This design comes from an exercise in tuning for small area on the open sky130 flow, not from production work.
The RTL was checked by simulation tests, not by an equivalence proof against the original design.
No activity file was given, so power comes from the tool's default toggle rates.

==> flow/design.v <==
module core_btb (
  input  logic        clk,
  input  logic        rst,
  input  logic [31:0] pc_in,
  input  logic        pc_go,
  input  logic        update_v,
  input  logic [31:0] update_pc,
  input  logic [31:0] update_target,
  input  logic [1:0]  update_type,
  input  logic        update_taken,
  input  logic        update_kill,
  output logic        btb_v,
  output logic [1:0]  btb_type,
  output logic [31:0] btb_target,
  output logic [31:0] ras_target
);
  localparam logic [1:0] BR  = 2'b00;
  localparam logic [1:0] JAL = 2'b10;
  localparam logic [1:0] JR  = 2'b11;
  logic [15:0] r_valid;
  logic [25:0] r_tag    [16];
  logic [1:0]  r_type   [16];
  logic [1:0]  r_ctr    [16];
  logic [31:0] r_target [16];
  logic [31:0] r_stack  [4];
  logic [1:0]  r_top;
  logic [2:0]  r_cnt;
  logic        w_unused;
  assign w_unused = &{1'b0, pc_in[1:0], update_pc[1:0]};
  logic [15:0] w_sel, w_usel;
  always_comb begin
    for (int i = 0; i < 16; i++) begin
      w_sel[i]  = (pc_in[5:2] == 4'(i));
      w_usel[i] = (update_pc[5:2] == 4'(i));
    end
  end
  logic [25:0] w_tag;
  logic [1:0]  w_type;
  logic        w_ctr1;
  logic [31:0] w_target;
  logic        w_valid;
  always_comb begin
    w_tag = '0; w_type = '0; w_ctr1 = 1'b0; w_target = '0; w_valid = 1'b0;
    for (int i = 0; i < 16; i++) begin
      w_tag    = w_tag    | ({26{w_sel[i]}} & r_tag[i]);
      w_type   = w_type   | ({2{w_sel[i]}}  & r_type[i]);
      w_ctr1   = w_ctr1   | (w_sel[i] & r_ctr[i][1]);
      w_target = w_target | ({32{w_sel[i]}} & r_target[i]);
      w_valid  = w_valid  | (w_sel[i] & r_valid[i]);
    end
  end
  logic [25:0] w_utag;
  logic [1:0]  w_uctr;
  logic        w_uvalid;
  always_comb begin
    w_utag = '0; w_uctr = '0; w_uvalid = 1'b0;
    for (int i = 0; i < 16; i++) begin
      w_utag   = w_utag   | ({26{w_usel[i]}} & r_tag[i]);
      w_uctr   = w_uctr   | ({2{w_usel[i]}}  & r_ctr[i]);
      w_uvalid = w_uvalid | (w_usel[i] & r_valid[i]);
    end
  end
  logic w_hit, w_nonempty, w_push, w_pop;
  assign w_hit      = w_valid && (w_tag == pc_in[31:6]);
  assign w_nonempty = (r_cnt != 3'd0);
  assign w_push     = pc_go && w_hit && (w_type == JAL);
  assign w_pop      = pc_go && w_hit && (w_type == JR) && w_nonempty;
  assign btb_type   = w_hit ? w_type : 2'b00;
  assign btb_target = w_hit ? w_target : 32'h0;
  assign btb_v      = w_hit && (w_type[0] ? (w_type[1] ? w_nonempty : 1'b1)
                                          : (w_type[1] ? 1'b1 : w_ctr1));
  always_comb begin
    ras_target = '0;
    for (int k = 0; k < 4; k++)
      ras_target = ras_target | ({32{w_nonempty && (r_top == 2'(k))}} & r_stack[k]);
  end
  logic w_umatch, w_br, w_upd, w_alloc_ok, w_data_we, w_ctr_we;
  logic [1:0] w_ctr_new;
  assign w_umatch   = w_uvalid && (w_utag == update_pc[31:6]);
  assign w_br       = (update_type == BR);
  assign w_upd      = !update_kill && update_v;
  assign w_alloc_ok = w_upd && (!w_br || update_taken);
  assign w_data_we  = w_alloc_ok || (w_upd && w_umatch);
  assign w_ctr_we   = w_upd && w_br && (w_umatch || update_taken);
  always_comb begin
    if (!w_umatch)                            w_ctr_new = 2'b10;
    else if (update_taken && w_uctr != 2'b11)  w_ctr_new = w_uctr + 2'b01;
    else if (!update_taken && w_uctr != 2'b00) w_ctr_new = w_uctr - 2'b01;
    else                                       w_ctr_new = w_uctr;
  end
  always_ff @(posedge clk) begin
    for (int i = 0; i < 16; i++) begin
      if (w_alloc_ok && w_usel[i]) r_tag[i] <= update_pc[31:6];
      if (w_data_we && w_usel[i]) begin
        r_type[i]   <= update_type;
        r_target[i] <= update_target;
      end
      if (rst) begin
        r_valid[i] <= 1'b0;
        r_ctr[i]   <= 2'b00;
      end else begin
        if ((update_kill || w_alloc_ok) && w_usel[i]) r_valid[i] <= !update_kill;
        if (w_ctr_we && w_usel[i])                    r_ctr[i]   <= w_ctr_new;
      end
    end
  end
  logic [1:0] w_top_inc;
  logic       w_full;
  assign w_top_inc = r_top + 2'd1;
  assign w_full    = r_cnt[2];
  always_ff @(posedge clk) begin
    for (int k = 0; k < 4; k++)
      if (w_top_inc == 2'(k) && (w_push || !w_full)) r_stack[k] <= pc_in + 32'd4;
    if (rst) begin
      r_top <= 2'd0;
      r_cnt <= 3'd0;
    end else if (w_push) begin
      r_top <= w_top_inc;
      if (!w_full) r_cnt <= r_cnt + 3'd1;
    end else if (w_pop) begin
      r_top <= r_top - 2'd1;
      r_cnt <= r_cnt - 3'd1;
    end
  end
endmodule
==> flow/run.sh <==
#!/bin/bash
# synth_recipe.tcl (not shown) runs the flow's synth.tcl, then flattens the netlist and writes it again
# the make line also repeats each setting of config.mk as NAME=value (left out here)
make -C /OpenROAD-flow-scripts/flow DESIGN_CONFIG=/design/flow/config.mk WORK_HOME=/design/flow/orfs CLKGATE_MAP_FILE= SYNTH_SCRIPT=/design/flow/synth_recipe.tcl finish
==> flow/config.mk <==
export PLATFORM = sky130hd
export DESIGN_NAME = core_btb
export DESIGN_NICKNAME = core_btb
export VERILOG_FILES = /design/flow/design.v
export SDC_FILE = /design/flow/constraint.sdc
export NUM_CORES = 4
export LEC_CHECK = 0
export CAP_MARGIN = 0
export CORE_MARGIN = 2
export CORE_UTILIZATION = 40
export CTS_BUF_LIST = sky130_fd_sc_hd__clkbuf_4 sky130_fd_sc_hd__clkbuf_8
export SLEW_MARGIN = 0
==> flow/constraint.sdc <==
create_clock -name core_clock -period 6.5 [get_ports {clk}]
set_input_delay 1.3000 -clock core_clock [delete_from_list [all_inputs] [get_ports {clk}]]
set_output_delay 1.3000 -clock core_clock [all_outputs]
set_load 0.01 [all_outputs]
==> impl_metrics.tcl, run 1 <==
set metrics [dict create \
    antenna_violating_nets_post_route 0 \
    slew_headroom 0.261 \
    ctsLongestPathBuffers 3 \
    clkSinkCount 1141 \
    die_x_um 354 \
    grt.total_usage 0.279 \
    floorplan.die_area_mm2 0.125 \
    synth-edff-count 1088 \
    ys_types 87 \
    fin_util 0.490 \
    slew_violations 0 \
    timing.max_cap.violations 0 \
    grt_max_degree 69 \
    leakagePower_nw 20.0 \
    grt_pass1_wl_um 252000 \
    syn2layout_area_growth_pct 21.6 \
    worst_ir_drop_vdd_mv 0.211 \
    cts.hold.buffers_added 0 \
    routed_wire_length_per_instance_um 31.7 \
    report.final.setup_viol 0 \
    vias 36000 \
    min_period_ns 6.43 \
    timing.clock.skew_ns 0.0702 \
    avgSynthCellArea_um2 14.4 \
    core_area_mm2 0.122 \
    fmax_mhz 156 \
    synth_nets 3516 \
    number_of_antenna_violations_at_the_first_check_in_global_routing 20 \
    tritoncts.num_buffers 186 \
    synth.area.top_cells "edfxtp_1 67%, a22oi_1 4.1%, a22o_1 2.4%" \
    gp_routability_congestion 1.01 \
    syn_inst 3399 \
    path_class "in2out" \
    critPathCaptureType "primary output" \
    clock_tree_root "clkbuf_8" \
    ys.warnings.count 6 \
    design.portCount 171 \
    timing.final.crit_share 0.989 \
    first_global_vias 34500 \
    dr.pass1.iters 9 \
    post-layout-total-power_mw 15.8 \
    hold_path_end "r_ctr[3][0]" \
    signal_arrival_time_at_the_worst_endpoint_ns 5.13 \
    drt_iter0_drc 5491 \
    rows 128 \
    effective_utilization_at_floorplan 0.403 \
    ctsHtreeMaxLevel 4 \
    timing.reg2reg.setup_slack_ns 2.26 \
    worstHoldPathCells 2 \
    netlist.area_leader.share 0.666 \
    status "timing/DRC/antenna clean" \
    aggregate_global_routing_overflow 0 \
    drive_above_1_share 0.222 \
    async_reset_ff_frac 0 \
    total_of_fill_cells_in_the_finished_design 10500 \
    largest_fanout_on_the_critical_path 16 \
    cp_slowest_cell "clkdlybuf4s50_1" \
    p_per_area_mw_per_mm2 266 \
    rsz0062_at_grt "false" \
    avg_vias_per_cell 6.37 \
    die_height_um 354 \
    number_of_standard_cells_in_the_final_layout_excluding_fillers 5649 \
    crit_path_start_kind "input pin" \
    tightest_slew_ns 1.11 \
    path_class_of_the_lowest_slack_min_delay_path "reg2reg" \
    numPortBuffers 168 \
    clock_insertion_delay_worst_skew_ns 0.96 \
    holdWs_ns 0.476 \
    synthDominantAreaCellType "edfxtp_1" \
    synth_area_mm2 0.0490 \
    count_of_nets_after_finishing 3996 \
    critical-path-top-cell-by-count "buf_12" \
    worst_setup_hold_path_clk_slew_ns 0.05 \
    worstReg2RegStart "r_tag[12][21]" \
    worst_r2r_endpoint "r_ctr[6][1]" \
    crit_path_cells "dlygate4sd2_1, buf_4, ha_4, nor3b_2, buf_12, a32o_1, a311oi_2, a21o_1, nand4_1, nor4_2, nand4_1, buf_12, buf_12, buf_12, nor2_1, clkdlybuf4s50_1" \
    critPathMaxStageDelay_ns 0.54 \
    yosys_most_used_dff "edfxtp_1" \
    worstHoldStart "r_ctr[3][0]" \
    cp_data_required_time_ns 5.20 \
    place.detailed.instances 5302 \
    reg2regPathDepth 11 \
    synth_seq_cells 1141 \
    synth_seq_area_share 0.688 \
    detail_route.drc_violations 0 \
    tritoncts "built" \
    finalHoldViolations 0 \
    sum_of_net_half_perimeters_after_detailed_placement_um 113000 \
    drt-total-wl_um 179000 \
]
[cell families (layout without fill, tap and decap cells)]
family / Yosys count / after routing / share of synthesized area
simple gates: 797 / 797 / 0.0882
flops: 1141 / 1141 / 0.688
xor+xnor: 34 / 34 / 0.00607
mux: 148 / 148 / 0.0351
fa+ha+maj: 13 / 13 / 0.00332
compound gates: 969 / 969 / 0.153
buf+inv: 297 / 916 / 0.0260
other cells: 0 / 6 / 0
[cell type report]
cell class,count,area (um^2),share of cell area
Inverter,25,93.8,0.00157
Sequential cell,1141,33700,0.566
Timing Repair Buffer,564,5440,0.0913
Multi-Input combinational cell,1961,14500,0.244
Antenna cell,6,15.0,0.000252
Tap cell,1625,2030,0.0341
Clock inverter,69,592,0.00993
Clock buffer,258,3160,0.0531
[per-stage QoR]
step                TNS (ns)  setup WS, ns  area, um^2
detailed placement    -14.74        -0.509       55500
global placement      -16.99        -0.556       55500
CTS                        0       0.00308       59500
floorplan                  0         0.722       49000
global route               0       0.00254       59600
finish                     0        0.0718       59600
[metal layers]
layer / GRT usage / vias up / routed length (um)
met5: 0 / - / 133
met4: 0.138 / 20 / 9320
met3: 0.0724 / 510 / 21300
met2: 0.414 / 2453 / 78400
met1: 0.380 / 18100 / 69800
li1: - / 15000 / -
[report_power, final]
part           internal (mW)  leakage (nW)  total, mW  switching [mW]
logic                  0.454          7.78       1.27           0.812
clock network           3.36          1.99       6.39            3.03
registers               8.13          10.3       8.16          0.0296
total                   11.9          20.0       15.8            3.88
[what timing repair did]
action / 4_1_cts / 5_1_grt
gates resized for setup: 36 / 29
endpoints found under the setup margin: 35 / 23
cloned: 1 / 0
setup buffers: 12 / 1
pin swaps: 5 / 10
[layout by cell type, fill, tap and decap left out, types with 21 or more instances in the layout]
master           count
clkinv_1            35
a222oi_1            31
and2_1              23
nand2_1            221
nor2_4              35
nand3b_1            39
mux2i_1             77
inv_1               23
a221oi_1           117
o2bb2ai_1           23
a31oi_1             40
clkbuf_8           196
nor2b_1             24
nand3_1            129
clkbuf_4            62
xnor2_1             25
o21ai_0             28
nor2_1              63
o22ai_1             24
buf_4              339
a22oi_1            268
a21oi_1             96
nand4_1             46
buf_12              57
dfxtp_1             53
a22o_1             133
clkdlybuf4s50_1    127
a32oi_1             21
mux2_2              56
edfxtp_1          1088
and3_1              50
[registers in the layout, indices dropped and copies added (netlist names)]
name / flops
r_target: 512
r_ctr: 32
r_top: 2
r_cnt: 3
r_valid: 16
r_type: 32
r_stack: 128
r_tag: 416
[cells in the mapped netlist (10+ instances only)]
library cell and instances:
a22o_1 133, nand2_1 221, a21o_1 20, and3_1 53, a211oi_1 14, nor2_1 99
nand4_1 46, o2bb2ai_1 23, clkbuf_1 148, nand3_1 129, and3b_1 13, a2bb2oi_1 18
o211ai_1 18, nand3b_1 39, a22oi_1 268, mux2i_1 77, dfxtp_1 53, or3b_2 11
a32oi_1 22, mux4_2 13, a32o_1 14, o21ai_0 30, a222oi_1 31, nor3_1 12
nand2b_1 17, and4_1 10, mux2_2 56, and2_1 26, ha_1 13, o22ai_1 25
buf_2 76, nor3b_1 16, nor2b_1 28, edfxtp_1 1088, a221oi_1 121, a21oi_1 96
nor4_1 20, a31o_2 18, xnor2_1 25, a31oi_1 44, buf_1 38, inv_1 24
nand4b_1 11
[worst max-delay path by stage]
stage	endpoint	slack (ns)	from
finish	btb_target[7]	0.07	pc_in[2]
global route	btb_target[7]	0.003	pc_in[2]
global placement	btb_v	-0.56	pc_in[3]
detailed placement	btb_v	-0.51	pc_in[3]
CTS	btb_target[1]	0.003	pc_in[2]
floorplan	r_target[0][0]	0.72	update_pc[5]
[critical path: cells and delay by family]
| family | cells | cell delay [ns] |
|---|---|---|
| buf+inv | 7 | 1.65 |
| fa+ha+maj | 1 | 0.21 |
| compound gates | 3 | 0.96 |
| simple gates | 5 | 0.98 |
==> run 2, diff against run 1 <==
==> flow/config.mk (replaced) <==
export PLATFORM = sky130hd
export DESIGN_NAME = core_btb
export DESIGN_NICKNAME = core_btb
export VERILOG_FILES = /design/flow/design.v
export SDC_FILE = /design/flow/constraint.sdc
export NUM_CORES = 4
export LEC_CHECK = 0
export CAP_MARGIN = 20
export CORE_MARGIN = 2
export CORE_UTILIZATION = 40
export SLEW_MARGIN = 20
==> run 2 against run 1 <==
Count of clock-buffer cells in the layout fell by 124. Critical path depth rose by 1. First-iteration DRC count fell by 1.5%. Die area did not move. Utilization rose by 0.30 points. Hold slack improved by 0.0045 ns. Clock power rose by 13%. Critical endpoint is now btb_target[11]. Largest power group unchanged. Highest routed layer unchanged.
==> impl_metrics.tcl, run 2 <==
set metrics [dict create \
    synthTopCellsByCount "1088 x edfxtp_1, 268 x a22oi_1, 221 x nand2_1" \
    report.final.setup_viol 0 \
    synth-edff-count 1088 \
    numPortBuffers 168 \
    switching_share 0.229 \
    synthDominantAreaCellType "edfxtp_1" \
    syn2layout_area_growth_pct 22.3 \
    sum_of_net_half_perimeters_after_detailed_placement_um 113000 \
    async_reset_ff_frac 0 \
    yosys_most_used_dff "edfxtp_1" \
    critical-path-top-cell-by-count "buf_12" \
    largest_fanout_on_the_critical_path 16 \
    syn_inst 3399 \
    critPathMaxStageDelay_ns 0.49 \
    aggregate_global_routing_overflow 0 \
    reg.largest.list "r_target (512), r_tag (416), r_stack (128)" \
    crit_path_cells "dlygate4sd2_1, buf_4, ha_4, buf_12, buf_4, a221oi_1, a21oi_1, o22ai_1, a21o_1, nand4_1, nor4_1, nand4_1, buf_12, buf_12, buf_12, a31oi_1, dlygate4sd2_1" \
    ys_types 87 \
    grt.total_usage 0.276 \
    cp_data_required_time_ns 5.20 \
    count_of_nets_after_finishing 3927 \
    tritoncts.num_buffers 118 \
    antenna_violating_nets_post_route 0 \
    rsz0062_at_grt "false" \
    slew_violations 0 \
    design.portCount 171 \
    number_of_standard_cells_in_the_final_layout_excluding_fillers 5546 \
    gp_routability_congestion 1.01 \
    rows 128 \
    die_height_um 354 \
    detail_route.drc_violations 0 \
    first_global_vias 34000 \
    fmax_mhz 159 \
    power.share.combinational 0.076 \
    tritoncts "built" \
    timing.final.crit_share 0.969 \
    synth.most_common_cell "edfxtp_1" \
    pwr-share-seq 0.490 \
    dr.pass1.iters 9 \
    p_per_area_mw_per_mm2 278 \
    finalHoldViolations 0 \
    slew_headroom 0.246 \
    clock_tree_root "clkbuf_16" \
    signal_arrival_time_at_the_worst_endpoint_ns 5.00 \
    netlist.area_leader.share 0.666 \
    floorplan.die_area_mm2 0.125 \
    tightest_slew_ns 1.13 \
    min_period_ns 6.30 \
    effective_utilization_at_floorplan 0.403 \
    grt_pass1_wl_um 250000 \
    largest_reg_flops 512 \
    intPower_mw 12.8 \
    path_class "in2out" \
    ctsLongestPathBuffers 3 \
    synth_seq_area_share 0.688 \
    drt_iter0_drc 5409 \
    die_x_um 354 \
    cp_slowest_cell "o22ai_1" \
    pwr-share-clk 0.434 \
    leakagePower_nw 20.1 \
    critPathTopFamily "buffers and inverters" \
    worst_ir_drop_vdd_mv 0.297 \
    total_of_fill_cells_in_the_finished_design 10400 \
    ys.warnings.count 6 \
    vias 35800 \
    holdWs_ns 0.480 \
    core_area_mm2 0.122 \
    drt-total-wl_um 178000 \
    registers.top_by_ff_count "r_target" \
    drive_above_1_share 0.198 \
    crit_path_start_kind "input pin" \
    timing.clock.skew_ns 0.0399 \
    timing.max_cap.violations 0 \
    avg_vias_per_cell 6.45 \
    avgSynthCellArea_um2 14.4 \
    synth_nets 3516 \
    grt_max_degree 69 \
    path_class_of_the_lowest_slack_min_delay_path "reg2reg" \
    layout.cells.most_common "edfxtp_1" \
    switchingPower_mw 3.82 \
    synth_area_mm2 0.0490 \
    routed_wire_length_per_instance_um 32.1 \
    ctsHtreeMaxLevel 3 \
    synth.area.top_cells "edfxtp_1 67%, a22oi_1 4.1%, a22o_1 2.4%" \
    cts.hold.buffers_added 0 \
    status "timing/DRC/antenna clean" \
    place.detailed.instances 5302 \
    synth_seq_cells 1141 \
    clkSinkCount 1141 \
    number_of_antenna_violations_at_the_first_check_in_global_routing 13 \
    final_cell_mix "1088 x edfxtp_1, 339 x buf_4, 268 x a22oi_1" \
    critPathBufInv 8 \
    clock_insertion_delay_worst_skew_ns 0.75 \
    critPathCaptureType "primary output" \
    worst_setup_hold_path_clk_slew_ns 0.06 \
]
run 2: cell count changes in the layout (fill, tap and decap cells not counted), sizes merged:
cell	before	now
clkbuf	258	134
inv	38	27
diode	6	5
clkinv	51	60
bufinv	4	22
clkinvlp	1	8
clkdlybuf4s50	127	125
dlymetal6s2s	16	17
run 2: per-stage QoR:
| step | total power [mW] | setup TNS, ns | util | setup WS [ns] | cell area (um^2) |
|---|---|---|---|---|---|
| 4_1_cts | 16.7 | 0 | 0.492 | 0.00139 | 59900 |
| 6_report | 16.6 | 0 | 0.493 | 0.200 | 60000 |
| 3_5_place_dp | 9.52 | -14.74 | 0.456 | -0.509 | 55500 |
| 5_1_grt | 17.0 | 0 | 0.493 | 0.0832 | 59900 |
| 2_1_floorplan | 8.84 | 0 | - | 0.722 | 49000 |
| 3_3_place_gp | 9.51 | -16.99 | 0.456 | -0.556 | 55500 |
run 2: final timing paths:
path	end	slack, ns	start	cells past startpoint
min reg2reg	r_ctr[8][0]	0.48	r_ctr[8][0]	2
max	btb_target[11]	0.20	pc_in[2]	17
max reg2reg	r_ctr[9][1]	2.21	r_tag[12][21]	11
min	r_ctr[8][0]	0.48	r_ctr[8][0]	2
run 2: cells by family (layout without fill, tap and decap cells):
logic type | Yosys count | in the layout | synth area share
flip-flops | 1141 | 1141 | 0.688
AO/OA/AOI/OAI | 969 | 969 | 0.153
AND/OR/NAND/NOR | 797 | 797 | 0.0882
buffers and inverters | 297 | 814 | 0.0260
multiplexers | 148 | 148 | 0.0351
XOR/XNOR | 34 | 34 | 0.00607
adder cells (fa/ha/maj) | 13 | 13 | 0.00332
other | 0 | 5 | 0
run 2: layout make-up:
| type | instances | area [um^2] | share of cell area |
|---|---|---|---|
| Tap cell | 1625 | 2030 | 0.0339 |
| Sequential cell | 1141 | 33700 | 0.563 |
| Timing Repair Buffer | 563 | 5430 | 0.0906 |
| Clock inverter | 92 | 1140 | 0.0190 |
| Multi-Input combinational cell | 1961 | 14500 | 0.241 |
| Inverter | 25 | 93.8 | 0.00157 |
| Antenna cell | 5 | 12.5 | 0.000209 |
| Clock buffer | 134 | 3030 | 0.0506 |
run 2: metal layers:
metal / GRT usage / up-vias / wire length [um]
met5: 0 / - / 92
met4: 0.126 / 16 / 9180
met3: 0.0645 / 495 / 20700
met2: 0.412 / 2439 / 78000
met1: 0.382 / 18000 / 70000
li1: - / 14800 / -
run 2: what timing repair did:
| item | 4_1_cts | 5_1_grt |
|---|---|---|
| setup buffers | 12 | 0 |
| pin swaps | 5 | 5 |
| setup endpoints to repair | 35 | 18 |
| resized for setup | 36 | 23 |
| gates cloned | 1 | 0 |
run 2: power groups by stage:
stage          logic [mW]  registers [mW]  clock network (mW)
2_1_floorplan       0.536            8.31                   0
3_3_place_gp         1.20            8.31                   0
3_5_place_dp         1.20            8.32                   0
4_1_cts              1.22            8.16                7.29
5_1_grt              1.30            8.16                7.57
6_report             1.26            8.16                7.22
run 2: worst reg2reg max path, delay by kind of cell (launching register included):
| family | cells | cell delay (ns) |
|---|---|---|
| muxes | 2 | 0.74 |
| DFF | 1 | 0.42 |
| and+or+nand+nor | 5 | 1.76 |
| AOI/OAI and AO/OA | 2 | 0.59 |
| buffers and inverters | 2 | 0.74 |
==> run 3, diff against run 2 <==
==> flow/flow/run.sh (new file) <==
#!/bin/bash
set -euo pipefail
here=$(pwd)
rm -rf "$here/scripts_local"
cp -r "$FLOW_HOME/scripts" "$here/scripts_local"
cp "$here/flow/abc.script" "$here/scripts_local/abc_speed.script"
export SCRIPTS_DIR="$here/scripts_local"
export BUFFER_PORTS_ARGS="-buffer_cell sky130_fd_sc_hd__buf_2"
export CTS_ARGS="-sink_clustering_enable -repair_clock_nets -dont_use_dummy_load"
bash standard.sh > "$here/orfs_make.log" 2>&1
==> flow/flow/abc.script (new file) <==
&get -n
&st
&dch
&nf
&put
topo
==> flow/standard.sh (new file) <==
#!/bin/bash
# synth_recipe.tcl (not shown) runs the flow's synth.tcl, then flattens the netlist and writes it again
# the make line also repeats each setting of config.mk as NAME=value (left out here)
make -C /OpenROAD-flow-scripts/flow DESIGN_CONFIG=/design/flow/config.mk WORK_HOME=/design/flow/orfs CLKGATE_MAP_FILE= SYNTH_SCRIPT=/design/flow/synth_recipe.tcl "${@:-finish}"
removed: flow/run.sh
==> run 3 against run 2 <==
Synthesized cell count is 16% lower. Cell area shrank 12%. Non-clock buffer count down 197. Critical path type unchanged. Largest cell class unchanged.
==> impl_metrics.tcl, run 3 <==
set metrics [dict create \
    grt_pass1_wl_um 207000 \
    critPathCaptureType "primary output" \
    gp_routability_congestion 0.922 \
    report.final.setup_viol 0 \
    detail_route.drc_violations 0 \
    synth_nets 2956 \
    synthDominantAreaCellType "edfxtp_1" \
    clkSinkCount 1141 \
    synth.most_common_cell "edfxtp_1" \
    path_class "in2out" \
    floorplan.die_area_mm2 0.114 \
    timing.clock.skew_ns 0.0771 \
    synth-edff-count 1088 \
    netlist.area_leader.share 0.731 \
    finalHoldViolations 0 \
    async_reset_ff_frac 0 \
    timing.final.crit_share 0.968 \
    drt_iter0_drc 4586 \
    routed_wire_length_per_instance_um 30.1 \
    slew_violations 0 \
    syn_inst 2839 \
    reg.largest.list "r_target (512), r_tag (416), r_stack (128)" \
    worst_setup_hold_path_clk_slew_ns 0.05 \
    worst_r2r_endpoint "r_target[9][15]" \
    leakagePower_nw 16.8 \
    drt-total-wl_um 145000 \
    clock_insertion_delay_worst_skew_ns 0.73 \
    fmax_mhz 159 \
    aggregate_global_routing_overflow 0 \
    crit_path_start_kind "input pin" \
    final_cell_mix "1088 x edfxtp_1, 429 x nand2_1, 267 x a22oi_1" \
    path_class_of_the_lowest_slack_min_delay_path "reg2reg" \
    avgSynthCellArea_um2 15.7 \
    worst_ir_drop_vdd_mv 0.284 \
    synth.area.top_cells "edfxtp_1 73%, a22oi_1 4.5%, nand2_1 3.6%" \
    vias 30600 \
    sum_of_net_half_perimeters_after_detailed_placement_um 90200 \
    yosys_most_used_dff "edfxtp_1" \
    synth_seq_cells 1141 \
    clock_tree_root "clkbuf_16" \
    min_period_ns 6.29 \
    synth_seq_area_share 0.754 \
    rsz0062_at_grt "false" \
    timing.reg2reg.setup_slack_ns 2.00 \
    tns_ns 0 \
    largest_fanout_on_the_critical_path 14 \
    design.portCount 171 \
    slew_headroom 0.239 \
    grt_max_degree 45 \
    timing.max_cap.violations 0 \
    largest_reg_flops 512 \
    fin_util 0.477 \
    tightest_slew_ns 1.13 \
    registers.top_by_ff_count "r_target" \
    dr.pass1.iters 11 \
    die_x_um 338 \
    effective_utilization_at_floorplan 0.403 \
    ctsHtreeMaxLevel 3 \
    total_of_fill_cells_in_the_finished_design 9570 \
    cts_resized 0 \
    reg2regPathDepth 14 \
    cp_data_required_time_ns 5.20 \
    ctsLongestPathBuffers 3 \
    syn2layout_area_growth_pct 18.1 \
    post-cts-setup-buffers 0 \
    grt.total_usage 0.246 \
    worstReg2RegStart "r_tag[1][4]" \
    count_of_nets_after_finishing 3439 \
    post-layout-total-power_mw 14.6 \
    drive_above_1_share 0.167 \
    antenna_violating_nets_post_route 0 \
    rows 122 \
    number_of_antenna_violations_at_the_first_check_in_global_routing 18 \
    synth_area_mm2 0.0447 \
    hold_path_end "r_valid[14]" \
    worstHoldPathCells 2 \
    tritoncts.num_buffers 115 \
    p_per_area_mw_per_mm2 276 \
    numPortBuffers 168 \
    worstHoldStart "r_valid[14]" \
    ys_types 53 \
    synthTopCellsByCount "1088 x edfxtp_1, 429 x nand2_1, 267 x a22oi_1" \
    avg_vias_per_cell 6.36 \
    core_area_mm2 0.111 \
    status "timing/DRC/antenna clean" \
    first_global_vias 29700 \
    ys.warnings.count 6 \
    signal_arrival_time_at_the_worst_endpoint_ns 4.99 \
    die_height_um 338 \
    layout.cells.most_common "edfxtp_1" \
    tritoncts "built" \
    cts.hold.buffers_added 0 \
]
## run 3: final cells by class
type,count,area (um^2),share of cell area
Antenna cell,5,12.5,0.000237
Clock buffer,115,2880,0.0545
Inverter,30,139,0.00263
Multi-Input combinational cell,1668,11300,0.215
Sequential cell,1141,33700,0.639
Tap cell,1488,1860,0.0352
Timing Repair Buffer,366,2850,0.0540
## run 3: power breakdown
part | internal, mW | switching [mW]
Combinational | 0.264 | 0.572
Sequential | 8.13 | 0.0274
Clock | 3.07 | 2.49
## run 3: per-stage QoR
| step | hold WS, ns | setup slack [ns] | instance area, um^2 | instances |
|---|---|---|---|---|
| after floorplan | 0.457 | -0.199 | 45000 | 2839 |
| after global placement | 0.475 | 0.180 | 49900 | 4690 |
| after detailed placement | 0.487 | 0.212 | 49900 | 4690 |
| after CTS | 0.496 | 0.190 | 52800 | 4805 |
| after global routing | 0.525 | 0.0581 | 52800 | 4811 |
| final | 0.500 | 0.206 | 52800 | 4813 |
## run 3: worst max-delay path: stages
cell and delay, ns:
buf_2 0.24, clkinv_16 0.09, ha_2 0.25, nor3b_4 0.18
buf_12 0.16, buf_4 0.14, buf_12 0.13, buf_4 0.20
a222oi_1 0.39, nand4_1 0.13, a221o_1 0.28, a221o_1 0.27
a221o_1 0.28, a221o_1 0.28, a221oi_1 0.26, buf_4 0.20
nor2_1 0.04, buf_2 0.15
## run 3: worst max path at each step
stage                 startpoint              end  depth (start not counted)
global route            pc_in[2]   btb_target[29]                         16
detailed placement      pc_in[2]   btb_target[25]                         16
CTS                     pc_in[2]   btb_target[25]                         16
finish                  pc_in[2]    btb_target[7]                         18
global placement        pc_in[2]   btb_target[25]                         15
floorplan           update_pc[4]  r_target[13][0]                         12
## run 3: kinds of logic after synthesis
group,share of synthesized area
adders and majority gates,0.00364
buffers and inverters,0.00252
xor gates and xnor gates,0.00842
AOI/OAI and AO/OA,0.131
DFF,0.754
and+or+nand+nor,0.0998
## run 3: routing by layer
metal  track usage  wire (um)
met1         0.334      57300
met2         0.388      66900
met3        0.0500      15100
met4        0.0967       5540
met5             0        116
==> run 4, diff against run 3 <==
==> flow/flow/run.sh (replaced) <==
#!/bin/bash
# Own layout flow: the standard ORFS flow, with only Yosys's ABC mapping script replaced by an
# area-oriented one (flow/abc.script). Registers are mapped exactly as in the standard synthesis.
set -euo pipefail
here=$(pwd)
rm -rf "$here/scripts_local"
cp -r "$FLOW_HOME/scripts" "$here/scripts_local"
cp "$here/flow/abc.script" "$here/scripts_local/abc_speed.script"
export SCRIPTS_DIR="$here/scripts_local"
bash standard.sh > "$here/orfs_make.log" 2>&1
==> run 4 against run 3 <==
Still clean. Global-route usage rose by 1.2 points. Sequential cell count unchanged. Non-clock buffer count up 100. Clock power up 26%. Cell area up 6.3%. Synthesized cell count stayed put. Highest routed layer unchanged.
==> impl_metrics.tcl, run 4 <==
set metrics [dict create \
    yosys_most_used_dff "edfxtp_1" \
    worst_setup_hold_path_clk_slew_ns 0.06 \
    avgSynthCellArea_um2 15.7 \
    critPathCaptureType "primary output" \
    critPathMaxStageDelay_ns 0.51 \
    aggregate_global_routing_overflow 0 \
    floorplan.die_area_mm2 0.114 \
    ctsHtreeMaxLevel 3 \
    signal_arrival_time_at_the_worst_endpoint_ns 5.12 \
    number_of_standard_cells_in_the_final_layout_excluding_fillers 5017 \
    sum_of_net_half_perimeters_after_detailed_placement_um 95000 \
    dr.pass1.iters 8 \
    clock_insertion_delay_worst_skew_ns 0.75 \
    tightest_slew_ns 1.10 \
    synth_area_mm2 0.0447 \
    synth_nets 2956 \
    drt-total-wl_um 153000 \
    finalHoldViolations 0 \
    synth_seq_area_share 0.754 \
    synthAdderAreaFrac 0.00364 \
    grt_max_degree 36 \
    synth.area.top_cells "edfxtp_1 73%, a22oi_1 4.5%, nand2_1 3.6%" \
    report.final.setup_viol 0 \
    crit_path_cells "clkdlybuf4s50_1, buf_12, buf_12, and3b_4, buf_4, a22oi_1, and4_1, a21oi_1, a2111oi_1, nand4_1, nor4_2, buf_4, nand4_1, buf_4, buf_12, nor2_2, buf_4, clkbuf_2" \
    synthDominantAreaCellType "edfxtp_1" \
    registers.top_by_ff_count "r_target" \
    async_reset_ff_frac 0 \
    numPortBuffers 168 \
    design.portCount 171 \
    gp_routability_congestion 0.956 \
    avg_vias_per_cell 6.32 \
    pre_cts_slack_ns -0.529 \
    core_area_mm2 0.111 \
    path_class_of_the_lowest_slack_min_delay_path "reg2reg" \
    fmax_mhz 156 \
    drive_above_1_share 0.172 \
    netlist.area_leader.share 0.731 \
    number_of_antenna_violations_at_the_first_check_in_global_routing 7 \
    largest_reg_flops 512 \
    fraction_of_the_mapped_netlist_area_in_simple_logic_gates 0.0998 \
    total_of_fill_cells_in_the_finished_design 9417 \
    synthTopCellsByCount "1088 x edfxtp_1, 429 x nand2_1, 267 x a22oi_1" \
    rows 122 \
    first_global_vias 30600 \
    cp_data_required_time_ns 5.20 \
    path_class "in2out" \
    rsz0062_at_grt "false" \
    grt_pass1_wl_um 216000 \
    drt_iter0_drc 5116 \
    tritoncts.num_buffers 117 \
    p_per_area_mw_per_mm2 287 \
    cts.hold.buffers_added 0 \
    grt.total_usage 0.258 \
    status "timing/DRC/antenna clean" \
    timing.final.crit_share 0.987 \
    place.detailed.instances 4776 \
    largest_fanout_on_the_critical_path 18 \
    slew_headroom 0.262 \
    crit_path_start_kind "input pin" \
    vias 31700 \
    synth_seq_cells 1141 \
    effective_utilization_at_floorplan 0.403 \
    ys_types 53 \
    min_period_ns 6.42 \
    tritoncts "built" \
    worst_ir_drop_vdd_mv 0.238 \
    die_x_um 338 \
    synthXorXnorAreaFrac 0.00842 \
    synth.most_common_cell "edfxtp_1" \
    count_of_nets_after_finishing 3542 \
    synth-edff-count 1088 \
    timing.max_cap.violations 0 \
    antenna_violating_nets_post_route 0 \
    die_height_um 338 \
    timing.clock.skew_ns 0.0718 \
    share_of_synthesized_area_spent_on_multiplexers 0 \
    syn_inst 2839 \
    syn2layout_area_growth_pct 25.6 \
    layout.cells.most_common "edfxtp_1" \
    clock_tree_root "clkbuf_16" \
    ys.warnings.count 6 \
    synth_top_family_by_area "compound AO/OA/AOI/OAI gates" \
    detail_route.drc_violations 0 \
    leakagePower_nw 17.9 \
    synth_compound_area_frac 0.131 \
    reg.largest.list "r_target (512), r_tag (416), r_stack (128)" \
    final_cell_mix "1088 x edfxtp_1, 429 x nand2_1, 258 x a22oi_1" \
    routed_wire_length_per_instance_um 30.4 \
    cp_slowest_cell "clkdlybuf4s50_1" \
    ctsLongestPathBuffers 3 \
    clkSinkCount 1141 \
    setup_ws_ns 0.0825 \
    slew_violations 0 \
    critical-path-top-cell-by-count "buf_4" \
]
[run 4: cell counts after synthesis]
No cell type changed its count.
[run 4: per-stage QoR]
stage	hold WS [ns]	utilization	TNS, ns	total power, mW	instance area, um^2
detailed placement	0.491	0.467	-12.86	9.22	51700
CTS	0.499	0.505	-0.0557	16.1	56000
floorplan	0.457	-	-84.48	8.67	45000
finish	0.502	0.507	0	16.1	56100
global route	0.524	0.507	0	16.5	56100
global placement	0.477	0.467	-13.45	9.21	51700
[run 4: what timing repair did]
item,in CTS,in global routing
buffers inserted,6,9
cloned,3,1
gates resized for setup,86,86
hold endpoints to repair,0,0
setup endpoints to repair,35,35
pin swaps,20,12
[run 4: layer usage]
layer  share of wire  vias up  track usage
met3            0.12      367       0.0517
met1            0.39    15900        0.354
li1                -    13300            -
met5         0.00042        -            0
met4           0.035       10       0.0894
met2            0.46     2112        0.410
[run 4: final timing paths]
path / from / endpoint / slack, ns / depth (start not counted)
max: pc_in[5] / btb_target[7] / 0.08 / 18
min: r_valid[1] / r_valid[1] / 0.50 / 2
max reg2reg: r_tag[2][25] / r_target[14][23] / 2.14 / 14
min reg2reg: r_valid[1] / r_valid[1] / 0.50 / 2
[run 4: area by class of cell]
cell class	count	area, um^2	share of cell area
Tap cell	1488	1860	0.0332
Inverter	30	140	0.00250
Multi-Input combinational cell	1669	11600	0.206
Clock inverter	86	1030	0.0183
Timing Repair Buffer	466	4820	0.0858
Clock buffer	134	2990	0.0533
Sequential cell	1141	33700	0.601
Antenna cell	3	7.51	0.000134
[run 4: power by group]
| part | leakage, nW | internal (mW) | total [mW] | switching (mW) |
|---|---|---|---|---|
| sequential | 10.3 | 8.13 | 8.16 | 0.0282 |
| clock | 1.96 | 4.08 | 6.98 | 2.90 |
| combinational | 5.71 | 0.352 | 0.963 | 0.611 |
| total | 17.9 | 12.6 | 16.1 | 3.54 |
[run 4: cell families after synthesis]
family,after synthesis
and+or+nand+nor,888
DFF,1141
xor gates and xnor gates,43
AOI/OAI and AO/OA,724
buffers and inverters,30
adders and majority gates,13
[run 4: worst max-delay path, delay by kind of cell]
| family | cells | cell delay [ns] |
|---|---|---|
| buf+inv | 9 | 1.68 |
| compound gates | 3 | 0.62 |
| simple gates | 6 | 1.44 |
==> run 5, diff against run 4 <==
==> flow/flow/run.sh (replaced) <==
#!/bin/bash
# Own layout flow: the standard ORFS flow (standard.sh) with three changes:
#  - Yosys's ABC mapping script is replaced by a delay-oriented mapping without ORFS's extra
#    restructuring rounds and buffering (flow/abc.script); registers map exactly as in the
#    standard synthesis, which only runs ABC on the combinational logic;
#  - every input and output port still gets a buffer, but a plain buf_2 instead of the clock
#    delay cell buffer_ports picks by default;
#  - clock tree synthesis runs with ORFS's arguments plus -dont_use_dummy_load.
# All make/ORFS output goes to orfs_make.log here and ORFS's own logs under orfs/logs.
set -euo pipefail
here=$(pwd)
rm -rf "$here/scripts_local"
cp -r "$FLOW_HOME/scripts" "$here/scripts_local"
cp "$here/flow/abc.script" "$here/scripts_local/abc_speed.script"
export SCRIPTS_DIR="$here/scripts_local"
export BUFFER_PORTS_ARGS="-buffer_cell sky130_fd_sc_hd__buf_2"
export CTS_ARGS="-sink_clustering_enable -repair_clock_nets -dont_use_dummy_load -sink_clustering_size 25 -sink_clustering_max_diameter 70"
bash standard.sh > "$here/orfs_make.log" 2>&1
==> run 5 against run 4 <==
Wire length decreased by 5.6%. Via count decreased by 4.3%. Combinational power decreased by 13%. Area after synthesis unchanged. Still clean on timing, DRC and antenna. Largest cell class unchanged. Sequential cell count unchanged. Non-clock buffer count decreased by 100. Clock power decreased by 41%. Final cell count decreased by 5.0%. Critical endpoint is now btb_target[25]. Total power decreased by 19%.
==> impl_metrics.tcl, run 5 <==
set metrics [dict create \
    synthAdderAreaFrac 0.00364 \
    timing.max_cap.violations 0 \
    finalHoldViolations 0 \
    dr.pass1.iters 9 \
    tritoncts "built" \
    pre_cts_slack_ns 0.212 \
    path_class "in2out" \
    synth_nets 2956 \
    syn2layout_area_growth_pct 15.5 \
    p_per_area_mw_per_mm2 254 \
    timing.clock.skew_ns 0.0829 \
    rsz0062_at_grt "false" \
    synth.area.top_cells "edfxtp_1 73%, a22oi_1 4.5%, nand2_1 3.6%" \
    synthDominantAreaCellType "edfxtp_1" \
    fmax_mhz 158 \
    final_cell_mix "1088 x edfxtp_1, 429 x nand2_1, 267 x a22oi_1" \
    async_reset_ff_frac 0 \
    synth_seq_cells 1141 \
    clock_insertion_delay_worst_skew_ns 0.67 \
    tns_ns 0 \
    tightest_slew_ns 1.15 \
    syn_inst 2839 \
    crit_path_cells "buf_2, clkinv_16, ha_2, nor4bb_1, a2111oi_0, and4_1, nand4_1, and4b_1, nand4_1, xor2_1, nor4_1, buf_4, nand4_1, buf_12, a21oi_1, buf_2" \
    synth-edff-count 1088 \
    met1_usage 0.335 \
    ctsHtreeMaxLevel 3 \
    design.portCount 171 \
    tritoncts.num_buffers 68 \
    core_area_mm2 0.111 \
    first_global_vias 29300 \
    synth_compound_area_frac 0.131 \
    path_class_of_the_lowest_slack_min_delay_path "reg2reg" \
    yosys_most_used_dff "edfxtp_1" \
    layout.cells.most_common "edfxtp_1" \
    synthTopCellsByCount "1088 x edfxtp_1, 429 x nand2_1, 267 x a22oi_1" \
    place.detailed.instances 4690 \
    rows 122 \
    clkSinkCount 1141 \
    critical-path-top-cell-by-count "nand4_1" \
    slew_violations 0 \
    largest_reg_flops 512 \
    vias 30300 \
    critPathCaptureType "primary output" \
    floorplan.die_area_mm2 0.114 \
    grt_max_degree 45 \
    timing.final.crit_share 0.974 \
    antenna_violating_nets_post_route 0 \
    top_usage_layer "met2" \
    met3_layer_usage_reported_by_global_route 0.0436 \
    grt_util_met2 0.389 \
    grt.total_usage 0.244 \
    grt_pass1_wl_um 205000 \
    fraction_of_the_mapped_netlist_area_in_simple_logic_gates 0.0998 \
    synth.most_common_cell "edfxtp_1" \
    die_x_um 338 \
    count_of_nets_after_finishing 3392 \
    cp_data_required_time_ns 5.20 \
    largest_fanout_on_the_critical_path 43 \
    aggregate_global_routing_overflow 0 \
    avgSynthCellArea_um2 15.7 \
    cts_resized 0 \
    routed_wire_length_per_instance_um 30.2 \
    avg_vias_per_cell 6.36 \
    worst_setup_hold_path_clk_slew_ns 0.07 \
    detail_route.drc_violations 0 \
    share_of_synthesized_area_spent_on_multiplexers 0 \
    cp_slowest_cell "a2111oi_0" \
    ys.warnings.count 6 \
    cts.hold.buffers_added 0 \
    sum_of_net_half_perimeters_after_detailed_placement_um 90200 \
    number_of_antenna_violations_at_the_first_check_in_global_routing 18 \
    die_height_um 338 \
    gp_routability_congestion 0.922 \
    slew_headroom 0.231 \
    layout.area.seq_mm2 0.0337 \
    synth_seq_area_share 0.754 \
    drive_above_1_share 0.155 \
    drt_iter0_drc 4646 \
    clock_tree_root "clkbuf_16" \
    setup_ws_ns 0.171 \
    total_of_fill_cells_in_the_finished_design 9690 \
    ys_types 53 \
    status "timing/DRC/antenna clean" \
    number_of_standard_cells_in_the_final_layout_excluding_fillers 4768 \
    critPathMaxStageDelay_ns 0.45 \
    worst_ir_drop_vdd_mv 0.172 \
    synthXorXnorAreaFrac 0.00842 \
    synth_top_family_by_area "compound AO/OA/AOI/OAI gates" \
    min_period_ns 6.33 \
    registers.top_by_ff_count "r_target" \
    synth_area_mm2 0.0447 \
    reg.largest.list "r_target (512), r_tag (416), r_stack (128)" \
    netlist.area_leader.share 0.731 \
    signal_arrival_time_at_the_worst_endpoint_ns 5.03 \
    numPortBuffers 168 \
    report.final.setup_viol 0 \
    effective_utilization_at_floorplan 0.403 \
    drt-total-wl_um 144000 \
    multi_input_comb_area_mm2 0.0113 \
    ctsLongestPathBuffers 3 \
    leakagePower_nw 16.2 \
    crit_path_start_kind "input pin" \
    timing.reg2reg.setup_slack_ns 2.08 \
]
-- run 5: cell types whose count changed in the layout (fill, tap and decap cells not counted), sizes merged, moves of 7 or more --
cell,previous run,this run
inv,7,0
clkdlybuf4s50,131,0
clkdlybuf4s15,9,0
bufinv,19,0
buf,298,366
clkinv,86,30
clkbuf,158,68
-- run 5: area by class of cell --
type,count,share of cell area
diodes,7,0.000339
repair buffers,366,0.0552
multi-input cells,1668,0.220
inverters,30,0.00269
well taps,1488,0.0360
flip-flops and latches,1141,0.653
clock buffers,68,0.0329
-- run 5: repair_timing --
action	in CTS	in global routing
buffers inserted	0	3
endpoints found under the setup margin	0	2
endpoints found under the hold margin	0	0
-- run 5: cells by family (layout without fill, tap and decap cells) --
family	count (synthesis)	in the layout
buffers and inverters	30	464
flip-flops	1141	1141
adder cells (fa/ha/maj)	13	13
other	0	7
AND/OR/NAND/NOR	888	888
AO/OA/AOI/OAI	724	724
XOR/XNOR	43	43
-- run 5: worst paths after layout --
path / from / end / cells past startpoint
setup / recovery: pc_in[2] / btb_target[25] / 16
hold / removal: r_valid[14] / r_valid[14] / 2
setup reg to reg: r_tag[1][4] / r_type[6][0] / 14
hold reg to reg: r_valid[14] / r_valid[14] / 2
-- run 5: stage by stage --
step,hold slack [ns],area (um^2),utilization,power (mW)
after floorplan,0.457,45000,-,8.67
after detailed placement,0.487,49900,0.450,9.13
after global placement,0.475,49900,0.450,9.12
after CTS,0.499,51600,0.466,13.1
after global routing,0.529,51600,0.466,13.4
final,0.502,51700,0.466,13.1
-- run 5: metal layers --
metal,vias to the layer above,part of all wire
met2,1757,0.47
met5,-,0.0010
li1,12900,-
met3,302,0.10
met1,15400,0.40
met4,20,0.037
-- run 5: critical path: cells and delay by family --
family,cells,cell delay [ns]
AND/OR/NAND/NOR,7,1.51
XOR/XNOR,1,0.22
AO/OA/AOI/OAI,2,0.70
buffers and inverters,5,0.91
adder cells (fa/ha/maj),1,0.25
-- run 5: where the power goes --
group	switching, mW	internal [mW]	leakage (nW)
sequential	0.0275	8.12	10.3
clock	2.25	1.87	0.838
combinational	0.573	0.264	5.09
total	2.85	10.2	16.2
==> run 6, diff against run 5 <==
--- a/flow/flow/run.sh
+++ b/flow/flow/run.sh
@@ -14,5 +14,5 @@
 cp "$here/flow/abc.script" "$here/scripts_local/abc_speed.script"
 export SCRIPTS_DIR="$here/scripts_local"
 export BUFFER_PORTS_ARGS="-buffer_cell sky130_fd_sc_hd__buf_2"
-export CTS_ARGS="-sink_clustering_enable -repair_clock_nets -dont_use_dummy_load -sink_clustering_size 25 -sink_clustering_max_diameter 70"
+export CTS_ARGS="-sink_clustering_enable -repair_clock_nets -dont_use_dummy_load"
 bash standard.sh > "$here/orfs_make.log" 2>&1
==> run 6 against run 5 <==
Still clean on timing, DRC and antenna. Sequential share of layout area down 1.4 points. Utilization up 1.1 points. Final cell count up 0.94%. Synthesized cell count unchanged. Register-to-register slack worse by 0.08 ns. Count of clock-buffer cells in the layout up 47. Critical path depth up 2. Via count up 0.92%. Sequential cell count unchanged. Hold slack worse by 0.0013 ns. First-iteration DRC count down 1.3%. Sequential power about the same. Largest cell class unchanged. Highest routed layer unchanged.
==> impl_metrics.tcl, run 6 <==
set metrics [dict create \
    avg_vias_per_cell 6.36 \
    cp_data_required_time_ns 5.20 \
    grt_pass1_wl_um 207000 \
    status "timing/DRC/antenna clean" \
    report.final.setup_viol 0 \
    design.portCount 171 \
    ctsHtreeMaxLevel 3 \
    synthDominantAreaCellType "edfxtp_1" \
    largest_reg_flops 512 \
    routed_wire_length_per_instance_um 30.1 \
    fmax_mhz 159 \
    synth_nets 2956 \
    timing.reg2reg.setup_slack_ns 2.00 \
    min_period_ns 6.29 \
    finalHoldViolations 0 \
    number_of_antenna_violations_at_the_first_check_in_global_routing 18 \
    numPortBuffers 168 \
    leakagePower_nw 16.8 \
    detail_route.drc_violations 0 \
    postLayoutCellArea_mm2 0.0528 \
    die_height_um 338 \
    vias 30600 \
    syn2layout_area_growth_pct 18.1 \
    post-cts-setup-buffers 0 \
    antenna_violating_nets_post_route 0 \
    effective_utilization_at_floorplan 0.403 \
    setup_ws_ns 0.206 \
    yosys_most_used_dff "edfxtp_1" \
    registers.top_by_ff_count "r_target" \
    tightest_slew_ns 1.13 \
    critical-path-top-cell-by-count "a221o_1" \
    slew_headroom 0.239 \
    grt_max_degree 45 \
    layout.cells.most_common "edfxtp_1" \
    clock_tree_root "clkbuf_16" \
    cts.hold.buffers_added 0 \
    drive_above_1_share 0.167 \
    synth.area.top_cells "edfxtp_1 73%, a22oi_1 4.5%, nand2_1 3.6%" \
    clock_insertion_delay_worst_skew_ns 0.73 \
    standard_cell_area_after_detailed_placement_mm2 0.0499 \
    signal_arrival_time_at_the_worst_endpoint_ns 4.99 \
    slew_violations 0 \
    tns_ns 0 \
    timing.clock.skew_ns 0.0771 \
    grt.total_usage 0.246 \
    drt-total-wl_um 145000 \
    aggregate_global_routing_overflow 0 \
    holdWs_ns 0.500 \
    avgSynthCellArea_um2 15.7 \
    core_area_mm2 0.111 \
    ys.warnings.count 6 \
    final_cell_mix "1088 x edfxtp_1, 429 x nand2_1, 267 x a22oi_1" \
    ctsLongestPathBuffers 3 \
    rows 122 \
    tritoncts "built" \
    die_x_um 338 \
    number_of_standard_cells_in_the_final_layout_excluding_fillers 4813 \
    synth.most_common_cell "edfxtp_1" \
    timing.max_cap.violations 0 \
    critPathCaptureType "primary output" \
    cts_resized 0 \
    worstHoldPathCells 2 \
    synthTopCellsByCount "1088 x edfxtp_1, 429 x nand2_1, 267 x a22oi_1" \
    drt_iter0_drc 4586 \
    timing.final.crit_share 0.968 \
    sum_of_net_half_perimeters_after_detailed_placement_um 90200 \
    reg.largest.list "r_target (512), r_tag (416), r_stack (128)" \
    synth_seq_cells 1141 \
    worst_setup_hold_path_clk_slew_ns 0.05 \
    p_per_area_mw_per_mm2 276 \
    clkSinkCount 1141 \
    rsz0062_at_grt "false" \
    synth-edff-count 1088 \
    netlist.area_leader.share 0.731 \
    tritoncts.num_buffers 115 \
    largest_fanout_on_the_critical_path 14 \
    post-layout-total-power_mw 14.6 \
    worst_ir_drop_vdd_mv 0.284 \
    reg2regPathDepth 14 \
    pre_cts_slack_ns 0.212 \
    critPathMaxStageDelay_ns 0.39 \
    crit_path_cells "buf_2, clkinv_16, ha_2, nor3b_4, buf_12, buf_4, buf_12, buf_4, a222oi_1, nand4_1, a221o_1, a221o_1, a221o_1, a221o_1, a221oi_1, buf_4, nor2_1, buf_2" \
    path_class_of_the_lowest_slack_min_delay_path "reg2reg" \
    async_reset_ff_frac 0 \
    path_class "in2out" \
    fin_util 0.477 \
    crit_path_start_kind "input pin" \
    synth_area_mm2 0.0447 \
    first_global_vias 29700 \
    dr.pass1.iters 11 \
    synth_seq_area_share 0.754 \
    ys_types 53 \
    floorplan.die_area_mm2 0.114 \
    syn_inst 2839 \
    cp_slowest_cell "a222oi_1" \
    count_of_nets_after_finishing 3439 \
    place.detailed.instances 4690 \
    gp_routability_congestion 0.922 \
]
run 6: changes by cell type in the layout (fill, tap and decap cells not counted), sizes merged:
cell	before	now
clkbuf	68	115
diode	7	5
run 6: per-layer routing:
metal	vias to the layer above	track usage	part of all wire
met1	15500	0.334	0.40
li1	13000	-	-
met2	1818	0.388	0.46
met4	18	0.0967	0.038
met5	-	0	0.00080
met3	331	0.0500	0.10
run 6: worst paths after layout:
path / startpoint / to
max: pc_in[2] / btb_target[7]
min: r_valid[14] / r_valid[14]
max reg2reg: r_tag[1][4] / r_target[9][15]
min reg2reg: r_valid[14] / r_valid[14]
run 6: power by group:
| group | internal, mW | switching [mW] |
|---|---|---|
| clock | 3.07 | 2.49 |
| sequential | 8.13 | 0.0274 |
| combinational | 0.264 | 0.572 |
| total | 11.5 | 3.09 |
run 6: final cells by class:
class                      instances  area, um^2
timing repair buffer             366        2850
fill                            9570       58000
clock buffer                     115        2880
sequential                      1141       33700
multi-input combinational       1668       11300
inverter                          30         139
tap                             1488        1860
antenna                            5        12.5
run 6: critical path: cells and delay by family:
kind	cells	cell delay, ns
AND/OR/NAND/NOR	3	0.35
adder cells (fa/ha/maj)	1	0.25
AO/OA/AOI/OAI	6	1.76
buffers and inverters	8	1.31
run 6: cell families after synthesis:
kind of cell / share of synthesized area
buf+inv: 0.00252
flops: 0.754
simple gates: 0.0998
xor+xnor: 0.00842
compound gates: 0.131
fa+ha+maj: 0.00364
==> run 7, diff against run 6 <==
--- a/flow/flow/run.sh
+++ b/flow/flow/run.sh
@@ -14,5 +14,5 @@
 cp "$here/flow/abc.script" "$here/scripts_local/abc_speed.script"
 export SCRIPTS_DIR="$here/scripts_local"
 export BUFFER_PORTS_ARGS="-buffer_cell sky130_fd_sc_hd__buf_2"
-export CTS_ARGS="-sink_clustering_enable -repair_clock_nets -dont_use_dummy_load"
+export CTS_ARGS="-sink_clustering_enable -repair_clock_nets -dont_use_dummy_load -buf_list sky130_fd_sc_hd__clkbuf_8 -sink_clustering_size 16 -sink_clustering_max_diameter 60"
 bash standard.sh > "$here/orfs_make.log" 2>&1
==> run 7 against run 6 <==
Still clean on timing, DRC and antenna. Cell area fell by 3.0%. Die area is the same. Global-route usage about the same. Register-to-register slack gained 0.03 ns. Sequential cell count stayed put. Utilization is 1.4 points lower. Count of clock-buffer cells in the layout is 22 lower. Maximum frequency is 0.17% lower. Critical endpoint unchanged.
==> impl_metrics.tcl, run 7 <==
set metrics [dict create \
    status "timing/DRC/antenna clean" \
    sum_of_net_half_perimeters_after_detailed_placement_um 90200 \
    timing.clock.skew_ns 0.139 \
    synth-edff-count 1088 \
    avgSynthCellArea_um2 15.7 \
    worst_setup_hold_path_clk_slew_ns 0.11 \
    grt_pass1_wl_um 206000 \
    fmax_mhz 159 \
    drt-total-wl_um 145000 \
    synth_seq_area_share 0.754 \
    vias 30500 \
    critical-path-top-cell-by-count "a221o_1" \
    largest_fanout_on_the_critical_path 14 \
    largest_reg_flops 512 \
    tightest_slew_ns 1.15 \
    rows 122 \
    synthDominantAreaCellType "edfxtp_1" \
    timing.max_cap.violations 0 \
    worst_ir_drop_vdd_mv 0.267 \
    first_global_vias 29500 \
    critPathMaxStageDelay_ns 0.40 \
    ys.warnings.count 6 \
    p_per_area_mw_per_mm2 244 \
    total_of_fill_cells_in_the_finished_design 9743 \
    synth_seq_cells 1141 \
    gp_routability_congestion 0.922 \
    crit_path_cells "buf_2, clkinv_16, ha_2, nor3b_4, buf_12, buf_4, buf_12, buf_4, a222oi_1, nand4_1, a221o_1, a221o_1, a221o_1, a221o_1, a221oi_1, buf_4, nor2_1, buf_2" \
    netlist.area_leader.share 0.731 \
    avg_vias_per_cell 6.35 \
    syn2layout_area_growth_pct 14.6 \
    cts_resized 0 \
    post-cts-setup-buffers 0 \
    routed_wire_length_per_instance_um 30.1 \
    critPathBufInv 8 \
    synth_area_mm2 0.0447 \
    detail_route.drc_violations 0 \
    dr.pass1.iters 9 \
    tritoncts "built" \
    cp_slowest_cell "a222oi_1" \
    floorplan.die_area_mm2 0.114 \
    signal_arrival_time_at_the_worst_endpoint_ns 5.01 \
    holdWs_ns 0.506 \
    setup_ws_ns 0.195 \
    synth.area.top_cells "edfxtp_1 73%, a22oi_1 4.5%, nand2_1 3.6%" \
    async_reset_ff_frac 0 \
    count_of_nets_after_finishing 3417 \
    die_x_um 338 \
    drt_iter0_drc 4725 \
    layout.cells.most_common "edfxtp_1" \
    drive_above_1_share 0.161 \
    slew_violations 0 \
    syn_inst 2839 \
    synthTopCellsByCount "1088 x edfxtp_1, 429 x nand2_1, 267 x a22oi_1" \
    path_class_of_the_lowest_slack_min_delay_path "reg2reg" \
    clock_tree_root "clkbuf_8" \
    grt.total_usage 0.245 \
    antenna_violating_nets_post_route 0 \
    grt_max_degree 45 \
    reg2regPathDepth 14 \
    timing.final.crit_share 0.970 \
    critPathCaptureType "primary output" \
    crit_path_start_kind "input pin" \
    design.portCount 171 \
    min_period_ns 6.31 \
    slew_headroom 0.232 \
    pre_cts_slack_ns 0.212 \
    tritoncts.num_buffers 93 \
    critPathTopFamily "compound AO/OA/AOI/OAI gates" \
    final_cell_mix "1088 x edfxtp_1, 429 x nand2_1, 267 x a22oi_1" \
    path_depth 18 \
    reg.largest.list "r_target (512), r_tag (416), r_stack (128)" \
    effective_utilization_at_floorplan 0.403 \
    yosys_most_used_dff "edfxtp_1" \
    synth.most_common_cell "edfxtp_1" \
    ctsHtreeMaxLevel 3 \
    ys_types 53 \
    numPortBuffers 168 \
    clkSinkCount 1141 \
    tns_ns 0 \
    die_height_um 338 \
    cts.hold.buffers_added 0 \
    ctsLongestPathBuffers 3 \
    report.final.setup_viol 0 \
    number_of_antenna_violations_at_the_first_check_in_global_routing 20 \
    registers.top_by_ff_count "r_target" \
    aggregate_global_routing_overflow 0 \
    worstHoldPathCells 2 \
    clock_insertion_delay_worst_skew_ns 0.82 \
    finalHoldViolations 0 \
    synth_nets 2956 \
    cp_data_required_time_ns 5.20 \
    leakagePower_nw 16.0 \
    rsz0062_at_grt "false" \
    core_area_mm2 0.111 \
    path_class "in2out" \
]
run 7: power by group:
| group | internal (mW) | switching, mW | leakage (nW) | total, mW |
|---|---|---|---|---|
| Sequential | 8.12 | 0.0274 | 10.3 | 8.14 |
| Clock | 1.27 | 2.22 | 0.669 | 3.50 |
| Combinational | 0.264 | 0.573 | 5.09 | 0.837 |
| Total | 9.66 | 2.82 | 16.0 | 12.5 |
run 7: area by class of cell:
| type | count | area, um^2 | share of cell area |
|---|---|---|---|
| inverters | 30 | 139 | 0.00271 |
| flip-flops and latches | 1141 | 33700 | 0.658 |
| repair buffers | 366 | 2850 | 0.0557 |
| clock buffers | 93 | 1280 | 0.0250 |
| well taps | 1488 | 1860 | 0.0363 |
| multi-input cells | 1668 | 11300 | 0.221 |
| diodes | 10 | 25.0 | 0.000488 |
run 7: cell families after synthesis:
logic type	after synthesis	share of synthesized area
and+or+nand+nor	888	0.0998
DFF	1141	0.754
xor gates and xnor gates	43	0.00842
adders and majority gates	13	0.00364
AOI/OAI and AO/OA	724	0.131
buffers and inverters	30	0.00252
run 7: path summary, 6_finish.rpt:
path	slack [ns]	startpoint	to
hold / removal	0.51	r_valid[14]	r_valid[14]
setup reg to reg	2.03	r_tag[2][4]	r_target[15][0]
hold reg to reg	0.51	r_valid[14]	r_valid[14]
setup / recovery	0.19	pc_in[2]	btb_target[7]
run 7: through the flow:
stage / total power, mW / instances / util / instance area (um^2)
floorplan: 8.67 / 2839 / - / 45000
global placement: 9.12 / 4690 / 0.450 / 49900
detailed placement: 9.13 / 4690 / 0.450 / 49900
CTS: 12.5 / 4783 / 0.462 / 51200
global route: 12.8 / 4792 / 0.462 / 51200
finish: 12.5 / 4796 / 0.462 / 51200
run 7: layer usage:
metal	global-route usage	part of all wire	up-vias
met5	0	0.0010	-
met4	0.0897	0.037	22
met3	0.0498	0.099	325
met2	0.388	0.46	1716
met1	0.335	0.40	15500
li1	-	-	12900
run 7: tightest hold or removal path: cells and delay by family (launching register included):
kind | cells | cell delay (ns)
flops | 1 | 0.34
compound gates | 2 | 0.13
==> run 8, diff against run 7 <==
--- a/flow/config.mk
+++ b/flow/config.mk
@@ -8,4 +8,5 @@
 export CAP_MARGIN = 20
 export CORE_MARGIN = 2
 export CORE_UTILIZATION = 40
+export GPL_TIMING_DRIVEN = 0
 export SLEW_MARGIN = 20
==> run 8 against run 7 <==
Now fails the layout checks on setup timing. Non-clock buffer count is 38 lower. Clock skew decreased by 0.036 ns. Total power about the same. Final cell count shrank 0.83%. Wire length up 4.0%. Cell area increased by 1.8%. Global-route usage increased by 0.86 points. Count of clock-buffer cells in the layout fell by 2. Sequential power is essentially flat. Sequential share of layout area is 1.2 points lower. Largest cell class unchanged. Highest routed layer unchanged.
==> impl_metrics.tcl, run 8 <==
set metrics [dict create \
    count_of_nets_after_finishing 3378 \
    dr.pass1.iters 9 \
    vias 31100 \
    synth_area_mm2 0.0447 \
    clock_insertion_delay_worst_skew_ns 0.77 \
    die_x_um 338 \
    registers.top_by_ff_count "r_target" \
    effective_utilization_at_floorplan 0.403 \
    avgSynthCellArea_um2 15.7 \
    leakagePower_nw 16.2 \
    layout.cells.most_common "edfxtp_1" \
    path_class_of_the_lowest_slack_min_delay_path "reg2reg" \
    core_area_mm2 0.111 \
    synth_seq_area_share 0.754 \
    synth.most_common_cell "edfxtp_1" \
    crit_path_start_kind "input pin" \
    tritoncts.num_buffers 91 \
    floorplan.die_area_mm2 0.114 \
    syn2layout_area_growth_pct 16.7 \
    grt.total_usage 0.254 \
    timing.final.crit_share 1.00 \
    clock_tree_root "clkbuf_8" \
    synth.area.top_cells "edfxtp_1 73%, a22oi_1 4.5%, nand2_1 3.6%" \
    layout.failed_checks "setup timing" \
    yosys_most_used_dff "edfxtp_1" \
    path_class "in2out" \
    die_height_um 338 \
    rows 122 \
    antenna_violating_nets_post_route 0 \
    status "finished with violations" \
    signal_arrival_time_at_the_worst_endpoint_ns 5.21 \
    synthDominantAreaCellType "edfxtp_1" \
    worst_setup_hold_path_clk_slew_ns 0.07 \
    tritoncts "built" \
    timing.max_cap.violations 0 \
    design.portCount 171 \
    avg_vias_per_cell 6.54 \
    routed_wire_length_per_instance_um 31.6 \
    setup_ws_ns -0.00792 \
    layout.area.seq_mm2 0.0337 \
    ctsHtreeMaxLevel 3 \
    reg.largest.list "r_target (512), r_tag (416), r_stack (128)" \
    final_cell_mix "1088 x edfxtp_1, 429 x nand2_1, 267 x a22oi_1" \
    slew_violations 0 \
    crit_path_cells "buf_2, inv_2, ha_4, nor3b_4, buf_8, a2111oi_0, and4_1, nand4_1, and4b_1, nand4_1, xor2_1, nor4_2, nand4_1, buf_6, buf_6, buf_8, buf_8, nor2_1, buf_2" \
    fmax_mhz 154 \
    syn_inst 2839 \
    report.final.setup_viol 1 \
    tns_ns -0.00792 \
    critPathMaxStageDelay_ns 0.40 \
    synth_nets 2956 \
    ys_types 53 \
    tightest_slew_ns 1.09 \
    grt_pass1_wl_um 212000 \
    p_per_area_mw_per_mm2 239 \
    min_period_ns 6.51 \
    timing.clock.skew_ns 0.102 \
    detail_route.drc_violations 0 \
    multi_input_comb_area_mm2 0.0115 \
    cp_slowest_cell "nor4_2" \
    critPathTopFamily "simple AND/OR/NAND/NOR gates" \
    grt_max_degree 36 \
    worst_ir_drop_vdd_mv 0.179 \
    first_global_vias 29400 \
    fin_util 0.471 \
    drt_iter0_drc 5895 \
    total_of_fill_cells_in_the_finished_design 9558 \
    finalHoldViolations 0 \
    aggregate_global_routing_overflow 0 \
    ys.warnings.count 6 \
    number_of_antenna_violations_at_the_first_check_in_global_routing 22 \
    cts.hold.buffers_added 0 \
    synth_seq_cells 1141 \
    largest_fanout_on_the_critical_path 10 \
    netlist.area_leader.share 0.731 \
    synthTopCellsByCount "1088 x edfxtp_1, 429 x nand2_1, 267 x a22oi_1" \
    slew_headroom 0.268 \
    async_reset_ff_frac 0 \
    sum_of_net_half_perimeters_after_detailed_placement_um 94300 \
    critPathBufInv 8 \
    largest_reg_flops 512 \
    cp_data_required_time_ns 5.20 \
    gp_routability_congestion 0.834 \
    synth-edff-count 1088 \
    clkSinkCount 1141 \
    numPortBuffers 168 \
    critPathCaptureType "primary output" \
    drt-total-wl_um 150000 \
    ctsLongestPathBuffers 3 \
    drive_above_1_share 0.162 \
]
run 8: cell counts after synthesis:
Identical to the previous run, type by type.
run 8: final timing paths:
kind                      from               to  slack, ns  cells past startpoint
setup / recovery      pc_in[3]   btb_target[21]     -0.008                     19
hold / removal      r_valid[1]       r_valid[1]       0.51                      2
setup reg to reg  r_tag[2][20]  r_target[0][16]       1.19                     12
hold reg to reg     r_valid[1]       r_valid[1]       0.51                      2
run 8: layout make-up:
class | instances | share of cell area
Tap cell | 1488 | 0.0357
Clock buffer | 91 | 0.0240
Multi-Input combinational cell | 1669 | 0.221
Inverter | 30 | 0.00302
Sequential cell | 1141 | 0.647
Antenna cell | 9 | 0.000432
Timing Repair Buffer | 328 | 0.0697
run 8: stage by stage:
stage / instances / instance area, um^2 / hold WS, ns / setup slack (ns) / total power, mW
after floorplan: 2839 / 45000 / 0.457 / -0.199 / 8.67
after global placement: 4495 / 47700 / 0.479 / -6.18 / 9.06
after detailed placement: 4637 / 50500 / 0.493 / -1.29 / 9.14
after CTS: 4737 / 51900 / 0.510 / -0.0629 / 12.5
after global routing: 4750 / 52100 / 0.537 / -0.00751 / 12.8
final: 4756 / 52200 / 0.507 / -0.00792 / 12.5
run 8: power breakdown:
group	internal (mW)	total, mW	switching [mW]
clock network	1.25	3.47	2.22
logic	0.281	0.871	0.590
registers	8.12	8.14	0.0269
run 8: timing repair:
action / in CTS / in global routing
hold endpoints to repair: 0 / 0
pin swaps: 10 / 10
setup buffers: 8 / 11
endpoints found under the setup margin: 368 / 119
gates cloned: 1 / 0
gates resized for setup: 20 / 24
run 8: kinds of logic after synthesis:
kind of cell | after synthesis | share of synthesized area
buffers and inverters | 30 | 0.00252
and+or+nand+nor | 888 | 0.0998
xor gates and xnor gates | 43 | 0.00842
AOI/OAI and AO/OA | 724 | 0.131
adders and majority gates | 13 | 0.00364
DFF | 1141 | 0.754
run 8: layer usage:
metal | GRT usage | up-vias | part of all wire
li1 | - | 12900 | -
met1 | 0.361 | 15600 | 0.39
met2 | 0.385 | 2212 | 0.45
met3 | 0.0576 | 376 | 0.13
met4 | 0.0840 | 22 | 0.035
met5 | 0 | - | 0.00090
run 8: tightest hold or removal path, cell delays in order, from the launching register on:
cell and delay, ns:
dfxtp_1 0.32, o21ai_0 0.07, a21oi_1 0.06

## afterwards: timing with drivers on the ports
The flow's constraints put no driver on any port. The routed layouts listed below were extracted and timed again, unchanged, in two steps. Step 1, drivers: a clkbuf_16 drives clk and a buf_2 each remaining input, both assumed. Step 2 adds t to the input delays and takes it off the output delays; t is the mean of the earliest and latest rising clock arrival at the registers after step 1. Input paths then give back, and output paths get back, about the clock's delay inside the block. Three values: no drivers, after step 1, after step 2; two values: the first two.
run | t (ns) | slack for setup (ns) | worst setup path after step 2 | worst register clock-pin slew, ns | worst data-port slew with drivers (ns)
run 1 | 0.993 | 0.072 / 0.047 / 0.047 | input to output | 0.07 / 0.07 | 0.17
run 2 | 0.799 | 0.200 / 0.175 / 0.175 | input to output | 0.07 / 0.07 | 0.17
run 3 | 0.759 | 0.206 / 0.179 / 0.083 | input to register | 0.07 / 0.07 | 0.18
run 4 | 0.785 | 0.083 / 0.050 / -0.134 | input to register | 0.07 / 0.07 | 0.17
run 5 | 0.704 | 0.171 / 0.145 / 0.115 | input to register | 0.10 / 0.10 | 0.18
run 6 | 0.759 | 0.206 / 0.179 / 0.083 | input to register | 0.07 / 0.07 | 0.18
run 7 | 0.819 | 0.195 / 0.168 / 0.168 | input to output | 0.11 / 0.11 | 0.16
run 8 | 0.790 | -0.008 / -0.046 / -0.837 | input to register | 0.11 / 0.11 | 0.16
With both steps, setup timing fails in run 4, where it was met with ideal ports. For run 8, which loses most, drivers alone change the setup slack by -0.038 ns; drivers and shift together by -0.829 ns.
